From an optimization exercise on the open Yosys and OpenROAD flow, aimed at small area, a short achievable clock period and few clock cycles; shortcuts taken in it are not production practice.
At most, simulation tests tie the RTL to the original design; equivalence was not proved.

==> v7 <==
==> flow/design.v <==
package tfacc_pkg;
   typedef logic [127:0] u128_t;
   localparam logic [2:0] AXI_SIZE_16B   = 3'b100;
   localparam logic [1:0] AXI_BURST_INCR = 2'b01;
endpackage
module tfacc_rfifo
#(
   parameter int DEPTH = 15,
   parameter int W     = 129
)(
   input  logic          clk,
   input  logic          xrst,
   input  logic          i_wr_vld,
   input  logic [W-1:0]  i_wr_dat,
   input  logic          i_fin,      
   output logic          o_vld,
   output logic [W-1:0]  o_dat,
   output logic          o_last,     
   input  logic          i_rdy
);
   logic [W-1:0]     r_mem [0:DEPTH-1];
   logic [DEPTH-1:0] r_wptr;
   logic [DEPTH-1:0] r_rptr;
   logic             r_ne;       
   logic             r_full;     
   logic             w_ld;
   logic             w_rd;
   logic             w_one;      
   logic             w_almost;   
   logic [W-1:0]     w_head;
   assign w_ld     = !o_vld || i_rdy;
   assign w_rd     = r_ne && w_ld;
   assign w_one    = |({r_rptr[DEPTH-2:0], r_rptr[DEPTH-1]} & r_wptr);
   assign w_almost = |({r_wptr[DEPTH-2:0], r_wptr[DEPTH-1]} & r_rptr);
   always_comb begin
      w_head = o_dat & {W{!w_ld}};
      for (int i = 0; i < DEPTH; i++) w_head = w_head | (r_mem[i] & {W{r_rptr[i] && w_ld}});
   end
   always_ff @(posedge clk) begin
      if (!xrst) begin
         r_wptr <= DEPTH'(1);
         r_rptr <= DEPTH'(1);
         r_ne   <= 1'b0;
         r_full <= 1'b0;
         o_vld  <= 1'b0;
      end else begin
         if (i_wr_vld) r_wptr <= {r_wptr[DEPTH-2:0], r_wptr[DEPTH-1]};
         if (w_rd)     r_rptr <= {r_rptr[DEPTH-2:0], r_rptr[DEPTH-1]};
         r_ne   <= i_wr_vld || (r_ne && !(w_rd && w_one));
         r_full <= (r_full && !(w_rd && !i_wr_vld)) || (i_wr_vld && !w_rd && w_almost);
         if (w_ld) o_vld <= r_ne;
      end
   end
   always_ff @(posedge clk) begin
      o_dat <= w_head;
      if (w_ld) o_last <= w_one && i_fin;
   end
   always_ff @(posedge clk) begin
      for (int i = 0; i < DEPTH; i++)
         if (r_wptr[i] && !r_full) r_mem[i] <= i_wr_dat;
   end
endmodule
module tfacc_rd_burst
#(
   parameter int NENT = 15
)(
   input  logic         clk,
   input  logic         xrst,
   input  logic         cmd_valid,
   output logic         cmd_ready,
   input  logic [39:0]  cmd_adr,
   input  logic [19:0]  cmd_len,
   output logic         busy,
   output logic         done,
   output logic         err,
   output logic [3:0]   M00_AXI_ARID,
   output logic [39:0]  M00_AXI_ARADDR,
   output logic [7:0]   M00_AXI_ARLEN,
   output logic [2:0]   M00_AXI_ARSIZE,
   output logic [1:0]   M00_AXI_ARBURST,
   output logic         M00_AXI_ARVALID,
   input  logic         M00_AXI_ARREADY,
   input  logic [127:0] M00_AXI_RDATA,
   input  logic [1:0]   M00_AXI_RRESP,
   input  logic         M00_AXI_RLAST,
   input  logic         M00_AXI_RVALID,
   output logic         M00_AXI_RREADY,
   output logic [127:0] od,
   output logic         ovalid,
   input  logic         oready,
   output logic         olast
);
   localparam int CAP = NENT + 1;
   localparam int KW  = $clog2(CAP + 1);
   logic          s_idle, s_c1, s_c2, s_wait, s_ar, s_drain;
   logic          r_busy;
   logic [39:4]   r_adr;        
   logic [19:0]   r_rem;        
   logic [4:0]    r_m5;         
   logic [3:0]    r_m4;         
   logic          r_le16;       
   logic          r_pg;         
   logic [4:0]    r_b5;         
   logic [3:0]    r_b4;         
   logic [4:0]    r_blen;       
   logic [3:0]    r_arlen;      
   logic          r_islast;     
   logic          r_cross;      
   logic          r_alliss;     
   logic [KW-1:0] r_credit;     
   logic [CAP-1:0] r_bo;        
   logic          r_done;
   logic          r_err;
   logic          w_hs;
   logic          w_pop;
   logic          w_ok0;
   logic          w_ok1;
   logic          w_res;
   logic          w_wr;
   logic          w_rl;
   logic          w_useb;
   logic [KW-1:0] w_cr_p;
   logic [KW-1:0] w_cr_r;
   logic [KW-1:0] w_cr_pr;
   assign w_hs   = s_ar && M00_AXI_ARREADY;
   assign w_pop  = ovalid && oready;
   assign w_ok0  = (r_credit >= KW'(r_blen));
   assign w_ok1  = ((r_credit + KW'(1)) >= KW'(r_blen));
   assign w_res  = s_wait && (w_ok0 || (w_pop && w_ok1));
   assign w_cr_p  = r_credit + KW'(1);
   assign w_cr_r  = r_credit - KW'(r_blen);
   assign w_cr_pr = r_credit + KW'(1) - KW'(r_blen);
   assign w_wr   = M00_AXI_RVALID && r_bo[0];
   assign w_rl   = w_wr && M00_AXI_RLAST;
   assign w_useb = r_pg && (r_b5 < r_m5);
   assign cmd_ready       = s_idle;
   assign busy            = r_busy;
   assign done            = r_done;
   assign err             = r_err;
   assign M00_AXI_ARID    = 4'd0;
   assign M00_AXI_ARADDR  = {r_adr, 4'd0};
   assign M00_AXI_ARLEN   = {4'd0, r_arlen};
   assign M00_AXI_ARSIZE  = tfacc_pkg::AXI_SIZE_16B;
   assign M00_AXI_ARBURST = tfacc_pkg::AXI_BURST_INCR;
   assign M00_AXI_ARVALID = s_ar;
   assign M00_AXI_RREADY  = 1'b1;
   tfacc_rfifo #(
      .DEPTH(NENT),
      .W    (128)
   ) u_rfifo (
      .clk      (clk),
      .xrst     (xrst),
      .i_wr_vld (w_wr),
      .i_wr_dat (M00_AXI_RDATA),
      .i_fin    (r_alliss && !r_bo[0]),
      .o_vld    (ovalid),
      .o_dat    (od),
      .o_last   (olast),
      .i_rdy    (oready)
   );
   always_ff @(posedge clk) begin
      if (!xrst) begin
         s_idle   <= 1'b1;
         s_c1     <= 1'b0;
         s_c2     <= 1'b0;
         s_wait   <= 1'b0;
         s_ar     <= 1'b0;
         s_drain  <= 1'b0;
         r_busy   <= 1'b0;
         r_alliss <= 1'b0;
         r_credit <= KW'(CAP);
         r_bo     <= '0;
         r_done   <= 1'b0;
         r_err    <= 1'b0;
      end else begin
         r_done <= 1'b0;
         case ({w_pop, w_res})
            2'b10:   r_credit <= w_cr_p;
            2'b01:   r_credit <= w_cr_r;
            2'b11:   r_credit <= w_cr_pr;
            default: ;
         endcase
         case ({w_hs, w_rl})
            2'b10:   r_bo <= {r_bo[CAP-2:0], 1'b1};
            2'b01:   r_bo <= {1'b0, r_bo[CAP-1:1]};
            default: ;
         endcase
         if (w_wr && (M00_AXI_RRESP != 2'b00)) r_err <= 1'b1;
         if (s_idle && cmd_valid) begin
            s_idle   <= 1'b0;
            r_busy   <= 1'b1;
            s_c1     <= 1'b1;
            r_err    <= 1'b0;
            r_alliss <= 1'b0;
         end
         if (s_c1) begin
            s_c1 <= 1'b0;
            if (r_rem == '0) begin
               r_done <= 1'b1;
               s_idle <= 1'b1;
               r_busy <= 1'b0;
            end else begin
               s_c2 <= 1'b1;
            end
         end
         if (s_c2) begin
            s_c2   <= 1'b0;
            s_wait <= 1'b1;
         end
         if (w_res) begin
            s_wait <= 1'b0;
            s_ar   <= 1'b1;
         end
         if (w_hs) begin
            s_ar     <= 1'b0;
            s_c1     <= !r_islast;
            s_drain  <= r_islast;
            r_alliss <= r_islast;
         end
         if (s_drain && w_pop && olast) begin
            s_drain <= 1'b0;
            s_idle  <= 1'b1;
            r_busy  <= 1'b0;
            r_done  <= 1'b1;
         end
      end
   end
   always_ff @(posedge clk) begin
      if (s_idle) begin
         r_adr <= cmd_adr[39:4];
         r_rem <= cmd_len;
      end else if (w_hs) begin
         r_adr[11:4]  <= r_adr[11:4] + 8'(r_blen);
         if (r_cross) r_adr[39:12] <= r_adr[39:12] + 28'd1;
         r_rem <= r_rem - 20'(r_blen);
      end
      if (s_c1) begin
         r_m5   <= (r_rem[19:4] != '0) ? 5'd16 : {1'b0, r_rem[3:0]};
         r_m4   <= (r_rem[19:4] != '0) ? 4'd15 : (r_rem[3:0] - 4'd1);
         r_le16 <= !((r_rem[19:5] != '0) || (r_rem[4] && (r_rem[3:0] != '0)));
         r_pg   <= (r_adr[11:8] == 4'hF);
         r_b5   <= 5'd16 - {1'b0, r_adr[7:4]};
         r_b4   <= 4'd15 - r_adr[7:4];
      end
      if (s_c2) begin
         r_blen   <= w_useb ? r_b5 : r_m5;
         r_arlen  <= w_useb ? r_b4 : r_m4;
         r_islast <= r_le16 && (!r_pg || (r_m5 <= r_b5));
         r_cross  <= r_pg && (r_b5 <= r_m5);
      end
   end
endmodule
==> flow/flow/run.sh <==
#!/bin/bash
# Standard layout with two changes:
#  - port buffers are buf_1 cells (the standard flow's pick, clkdlybuf4s50_1, is larger);
#  - after placement, each output port's buffer is moved next to the register driving it, so
#    the register drives a short wire and the buffer drives the wire to the pin.
# Each tool's output goes to a log file of its own in this folder.
set -euo pipefail
W=$(pwd)
R=$W/orfs/results/${FLOW_PLATFORM}/tfacc_rd_burst/base
PB="BUFFER_PORTS_ARGS=-buffer_cell sky130_fd_sc_hd__buf_1"
bash standard.sh place "$PB" > flow_1_place.log 2>&1
MOVE_ODB=$R/3_place.odb openroad -no_init -exit flow/move_obuf.tcl > flow_2_move_obuf.log 2>&1
bash standard.sh finish "$PB" > flow_3_finish.log 2>&1
==> flow/flow/move_obuf.tcl <==
# Move each output port's buffer next to the register that drives it, so the register
# drives a short wire and the (stronger) buffer drives the long wire to the pin.
set odb $::env(MOVE_ODB)
read_db $odb
set block [ord::get_db_block]
set n 0
foreach bterm [$block getBTerms] {
  if {[$bterm getIoType] ne "OUTPUT"} { continue }
  set net [$bterm getNet]
  if {$net eq "NULL" || $net eq ""} { continue }
  set buf ""
  foreach it [$net getITerms] { if {[$it isOutputSignal]} { set buf [$it getInst] } }
  if {$buf eq ""} { continue }
  if {![string match "*buf*" [[$buf getMaster] getName]]} { continue }
  set a [$buf findITerm A]
  if {$a eq "NULL" || $a eq ""} { continue }
  set innet [$a getNet]
  set drv ""
  foreach it [$innet getITerms] { if {[$it isOutputSignal]} { set drv [$it getInst] } }
  if {$drv eq ""} { continue }
  if {![string match "*df*" [[$drv getMaster] getName]]} { continue }
  set loc [$drv getLocation]
  $buf setLocation [lindex $loc 0] [lindex $loc 1]
  incr n
}
puts "moved $n output buffers"
detailed_placement
check_placement
write_db $odb
==> flow/standard.sh <==
#!/bin/bash
# synth_recipe.tcl (not shown) runs the flow's synth.tcl, then flattens the netlist and writes it again
# the make line also repeats each setting of config.mk as NAME=value (left out here)
make -C /OpenROAD-flow-scripts/flow DESIGN_CONFIG=/design/flow/config.mk WORK_HOME=/design/flow/orfs CLKGATE_MAP_FILE= SYNTH_SCRIPT=/design/flow/synth_recipe.tcl "${@:-finish}"
==> flow/config.mk <==
export PLATFORM = sky130hd
export DESIGN_NAME = tfacc_rd_burst
export DESIGN_NICKNAME = tfacc_rd_burst
export VERILOG_FILES = /design/flow/design.v
export SDC_FILE = /design/flow/constraint.sdc
export NUM_CORES = 4
export LEC_CHECK = 0
export ABC_CLOCK_PERIOD_IN_PS = 2000
export CAP_MARGIN = 20
export CORE_MARGIN = 2
export CORE_UTILIZATION = 70
export CTS_CLUSTER_DIAMETER = 100
export CTS_CLUSTER_SIZE = 25
export SETUP_SLACK_MARGIN = 4.5
export SLEW_MARGIN = 20
==> flow/constraint.sdc <==
create_clock -name core_clock -period 7.0 [get_ports {clk}]
set_input_delay 1.4000 -clock core_clock [delete_from_list [all_inputs] [get_ports {clk}]]
set_output_delay 1.4000 -clock core_clock [all_outputs]
set_load 0.01 [all_outputs]
==> v33 (differences from v7) <==
--- a/flow/design.v
+++ b/flow/design.v
@@ -34,6 +34,6 @@
    assign w_almost = |({r_wptr[DEPTH-2:0], r_wptr[DEPTH-1]} & r_rptr);
    always_comb begin
-      w_head = o_dat & {W{!w_ld}};
-      for (int i = 0; i < DEPTH; i++) w_head = w_head | (r_mem[i] & {W{r_rptr[i] && w_ld}});
+      w_head = '0;
+      for (int i = 0; i < DEPTH; i++) w_head = w_head | (r_mem[i] & {W{r_rptr[i]}});
    end
    always_ff @(posedge clk) begin
@@ -53,6 +53,8 @@
    end
    always_ff @(posedge clk) begin
-      o_dat <= w_head;
-      if (w_ld) o_last <= w_one && i_fin;
+      if (w_ld) begin
+         o_dat  <= w_head;
+         o_last <= w_one && i_fin;
+      end
    end
    always_ff @(posedge clk) begin
- SETUP_SLACK_MARGIN: 4.5 -> 3.8
==> v27 (differences from v7) <==
--- a/flow/design.v
+++ b/flow/design.v
@@ -34,6 +34,6 @@
    assign w_almost = |({r_wptr[DEPTH-2:0], r_wptr[DEPTH-1]} & r_rptr);
    always_comb begin
-      w_head = o_dat & {W{!w_ld}};
-      for (int i = 0; i < DEPTH; i++) w_head = w_head | (r_mem[i] & {W{r_rptr[i] && w_ld}});
+      w_head = '0;
+      for (int i = 0; i < DEPTH; i++) w_head = w_head | (r_mem[i] & {W{r_rptr[i]}});
    end
    always_ff @(posedge clk) begin
@@ -53,6 +53,8 @@
    end
    always_ff @(posedge clk) begin
-      o_dat <= w_head;
-      if (w_ld) o_last <= w_one && i_fin;
+      if (w_ld) begin
+         o_dat  <= w_head;
+         o_last <= w_one && i_fin;
+      end
    end
    always_ff @(posedge clk) begin
==> flow/run.sh (new file) <==
#!/bin/bash
# synth_recipe.tcl (not shown) runs the flow's synth.tcl, then flattens the netlist and writes it again
# the make line also repeats each setting of config.mk as NAME=value (left out here)
make -C /OpenROAD-flow-scripts/flow DESIGN_CONFIG=/design/flow/config.mk WORK_HOME=/design/flow/orfs CLKGATE_MAP_FILE= SYNTH_SCRIPT=/design/flow/synth_recipe.tcl finish
- CORE_UTILIZATION: 70 -> 80
- SETUP_SLACK_MARGIN: 4.5 -> 4.3
removed: flow/flow/run.sh
removed: flow/flow/move_obuf.tcl
removed: flow/standard.sh
==> v37 (differences from v7) <==
--- a/flow/design.v
+++ b/flow/design.v
@@ -34,6 +34,6 @@
    assign w_almost = |({r_wptr[DEPTH-2:0], r_wptr[DEPTH-1]} & r_rptr);
    always_comb begin
-      w_head = o_dat & {W{!w_ld}};
-      for (int i = 0; i < DEPTH; i++) w_head = w_head | (r_mem[i] & {W{r_rptr[i] && w_ld}});
+      w_head = '0;
+      for (int i = 0; i < DEPTH; i++) w_head = w_head | (r_mem[i] & {W{r_rptr[i]}});
    end
    always_ff @(posedge clk) begin
@@ -53,6 +53,8 @@
    end
    always_ff @(posedge clk) begin
-      o_dat <= w_head;
-      if (w_ld) o_last <= w_one && i_fin;
+      if (w_ld) begin
+         o_dat  <= w_head;
+         o_last <= w_one && i_fin;
+      end
    end
    always_ff @(posedge clk) begin
@@ -92,15 +94,12 @@
 );
    localparam int CAP = NENT + 1;
-   localparam int KW  = $clog2(CAP + 1);
+   localparam int KW  = $clog2(CAP + 2);
    logic          s_idle, s_c1, s_c2, s_wait, s_ar, s_drain;
    logic          r_busy;
    logic [39:4]   r_adr;        
    logic [19:0]   r_rem;        
-   logic [4:0]    r_m5;         
-   logic [3:0]    r_m4;         
+   logic          r_ge16;       
    logic          r_le16;       
    logic          r_pg;         
-   logic [4:0]    r_b5;         
-   logic [3:0]    r_b4;         
    logic [4:0]    r_blen;       
    logic [3:0]    r_arlen;      
@@ -109,29 +108,29 @@
    logic          r_alliss;     
    logic [KW-1:0] r_credit;     
-   logic [CAP-1:0] r_bo;        
+   logic [KW-1:0] r_bo;         
+   logic          r_popq;       
    logic          r_done;
    logic          r_err;
    logic          w_hs;
    logic          w_pop;
+   logic [KW-1:0] w_cred;
    logic          w_ok0;
    logic          w_ok1;
    logic          w_res;
    logic          w_wr;
-   logic          w_rl;
+   logic [4:0]    w_m5;
+   logic [4:0]    w_b5;
    logic          w_useb;
-   logic [KW-1:0] w_cr_p;
-   logic [KW-1:0] w_cr_r;
-   logic [KW-1:0] w_cr_pr;
+   logic [127:0]  w_odat;
    assign w_hs   = s_ar && M00_AXI_ARREADY;
    assign w_pop  = ovalid && oready;
-   assign w_ok0  = (r_credit >= KW'(r_blen));
-   assign w_ok1  = ((r_credit + KW'(1)) >= KW'(r_blen));
+   assign w_cred = r_credit + KW'(r_popq);
+   assign w_ok0  = (w_cred >= KW'(r_blen));
+   assign w_ok1  = ((w_cred + KW'(1)) >= KW'(r_blen));
    assign w_res  = s_wait && (w_ok0 || (w_pop && w_ok1));
-   assign w_cr_p  = r_credit + KW'(1);
-   assign w_cr_r  = r_credit - KW'(r_blen);
-   assign w_cr_pr = r_credit + KW'(1) - KW'(r_blen);
-   assign w_wr   = M00_AXI_RVALID && r_bo[0];
-   assign w_rl   = w_wr && M00_AXI_RLAST;
-   assign w_useb = r_pg && (r_b5 < r_m5);
+   assign w_wr   = M00_AXI_RVALID && (r_bo != '0);
+   assign w_m5   = r_ge16 ? 5'd16 : {1'b0, r_rem[3:0]};
+   assign w_b5   = 5'd16 - {1'b0, r_adr[7:4]};
+   assign w_useb = r_pg && (w_b5 < w_m5);
    assign cmd_ready       = s_idle;
    assign busy            = r_busy;
@@ -145,4 +144,5 @@
    assign M00_AXI_ARVALID = s_ar;
    assign M00_AXI_RREADY  = 1'b1;
+   assign od              = w_odat;
    tfacc_rfifo #(
       .DEPTH(NENT),
@@ -153,7 +153,7 @@
       .i_wr_vld (w_wr),
       .i_wr_dat (M00_AXI_RDATA),
-      .i_fin    (r_alliss && !r_bo[0]),
+      .i_fin    (r_alliss && (r_bo == '0)),
       .o_vld    (ovalid),
-      .o_dat    (od),
+      .o_dat    (w_odat),
       .o_last   (olast),
       .i_rdy    (oready)
@@ -171,17 +171,14 @@
          r_credit <= KW'(CAP);
          r_bo     <= '0;
+         r_popq   <= 1'b0;
          r_done   <= 1'b0;
          r_err    <= 1'b0;
       end else begin
-         r_done <= 1'b0;
-         case ({w_pop, w_res})
-            2'b10:   r_credit <= w_cr_p;
-            2'b01:   r_credit <= w_cr_r;
-            2'b11:   r_credit <= w_cr_pr;
-            default: ;
-         endcase
-         case ({w_hs, w_rl})
-            2'b10:   r_bo <= {r_bo[CAP-2:0], 1'b1};
-            2'b01:   r_bo <= {1'b0, r_bo[CAP-1:1]};
+         r_done   <= 1'b0;
+         r_popq   <= w_pop;
+         r_credit <= w_res ? (w_cred - KW'(r_blen)) : w_cred;
+         case ({w_hs, w_wr && M00_AXI_RLAST})
+            2'b10:   r_bo <= r_bo + KW'(1);
+            2'b01:   r_bo <= r_bo - KW'(1);
             default: ;
          endcase
@@ -236,16 +233,13 @@
       end
       if (s_c1) begin
-         r_m5   <= (r_rem[19:4] != '0) ? 5'd16 : {1'b0, r_rem[3:0]};
-         r_m4   <= (r_rem[19:4] != '0) ? 4'd15 : (r_rem[3:0] - 4'd1);
+         r_ge16 <= (r_rem[19:4] != '0);
          r_le16 <= !((r_rem[19:5] != '0) || (r_rem[4] && (r_rem[3:0] != '0)));
          r_pg   <= (r_adr[11:8] == 4'hF);
-         r_b5   <= 5'd16 - {1'b0, r_adr[7:4]};
-         r_b4   <= 4'd15 - r_adr[7:4];
       end
       if (s_c2) begin
-         r_blen   <= w_useb ? r_b5 : r_m5;
-         r_arlen  <= w_useb ? r_b4 : r_m4;
-         r_islast <= r_le16 && (!r_pg || (r_m5 <= r_b5));
-         r_cross  <= r_pg && (r_b5 <= r_m5);
+         r_blen   <= w_useb ? w_b5 : w_m5;
+         r_arlen  <= w_useb ? (4'd15 - r_adr[7:4]) : (r_ge16 ? 4'd15 : (r_rem[3:0] - 4'd1));
+         r_islast <= r_le16 && (!r_pg || (w_m5 <= w_b5));
+         r_cross  <= r_pg && (w_b5 <= w_m5);
       end
    end
==> flow/run.sh (new file) <==
#!/bin/bash
# synth_recipe.tcl (not shown) runs the flow's synth.tcl, then flattens the netlist and writes it again
# the make line also repeats each setting of config.mk as NAME=value (left out here)
make -C /OpenROAD-flow-scripts/flow DESIGN_CONFIG=/design/flow/config.mk WORK_HOME=/design/flow/orfs CLKGATE_MAP_FILE= SYNTH_SCRIPT=/design/flow/synth_recipe.tcl finish
- CORE_UTILIZATION: 70 -> 55
- CTS_CLUSTER_DIAMETER: 100 -> default
- CTS_CLUSTER_SIZE: 25 -> default
removed: flow/flow/run.sh
removed: flow/flow/move_obuf.tcl
removed: flow/standard.sh
==> results.txt <==
layout cell share with drive strength beyond 1 15.5%; status complete, no violations; Post-synth EDFFs 2119; Seq/Total Area, Yosys 82.4%; Bufs and invs on worst path 1; Core Util, Final 64.8%; Die H 382 um; multiplexer area fraction after synthesis 0.366%; top cell type's share of synthesized area 81.0%; first-pass GRT wire length 313000 um
-- figures above: v37

==> results.txt <==
Post-synth EDFFs 2136; Seq/Total Area, Yosys 82.3%; Bufs and invs on worst path 1; Die H 319 um; first-pass GRT wire length 303000 um; top cell type's share of synthesized area 80.7%; status complete, no violations; multiplexer area fraction after synthesis 0.343%; layout cell share with drive strength beyond 1 10.5%
-- figures above: v27

==> results.txt <==
status complete, no violations; first-pass GRT wire length 291000 um; maxcap violations 0; Bufs and invs on worst path 2; Inserted Clock Buffers 97; top cell type's share of synthesized area 80.7%; initial antenna violation count 34; layout cell share with drive strength beyond 1 5.05%
-- figures above: v33

==> results.txt <==
status complete, no violations; Bufs and invs on worst path 1; Post-synth EDFFs 2008; multiplexer area fraction after synthesis 0.358%; Core Util, Final 78.8%; Die H 341 um; layout cell share with drive strength beyond 1 16.5%; first-pass GRT wire length 320000 um; Seq/Total Area, Yosys 80.8%
-- figures above: v7

Testbench counts of v33, summed over its fixed seeds: cycles 303,354.
Testbench counts of v27, summed over its fixed seeds: cycles 303,354.
Testbench counts of v37, summed over its fixed seeds: cycles 303,354.
For v7, only the layout was checked, not whether the RTL still works.

-- re-timing with driven ports --
In the flow no input, the clock included, has a driving cell. The finished layouts below were timed again as built, in two steps. Step 1 (the two cells are an assumption about what drives the block):
set clk [get_ports {clk}]
set_driving_cell -lib_cell sky130_fd_sc_hd__clkbuf_16 $clk
set_driving_cell -lib_cell sky130_fd_sc_hd__buf_2 [delete_from_list [all_inputs] $clk]
Step 2 adds t to the input delays and takes it off the output delays; t is the mean of the earliest and latest rising clock arrival at the registers after step 1. Input paths then give back, and output paths get back, about the clock's delay inside the block. Slacks: ideal / step 1 / step 2; pairs: ideal / step 1.
run	t, ns	setup slack, ns	latest minus earliest clock arrival (ns)	cell pins on the clock port's net
v7	0.804	4.262 / 4.179 / 3.700	0.030 / 0.030	1
v33	0.786	3.887 / 3.810 / 3.312	0.031 / 0.031	1
v27	0.806	4.087 / 4.003 / 3.588	0.038 / 0.038	1
v37	0.909	4.023 / 3.942 / 3.440	0.022 / 0.021	1
After both steps every run listed still meets setup and hold. For v37, which loses most, drivers alone change the setup slack by -0.081 ns; drivers and shift together by -0.583 ns.
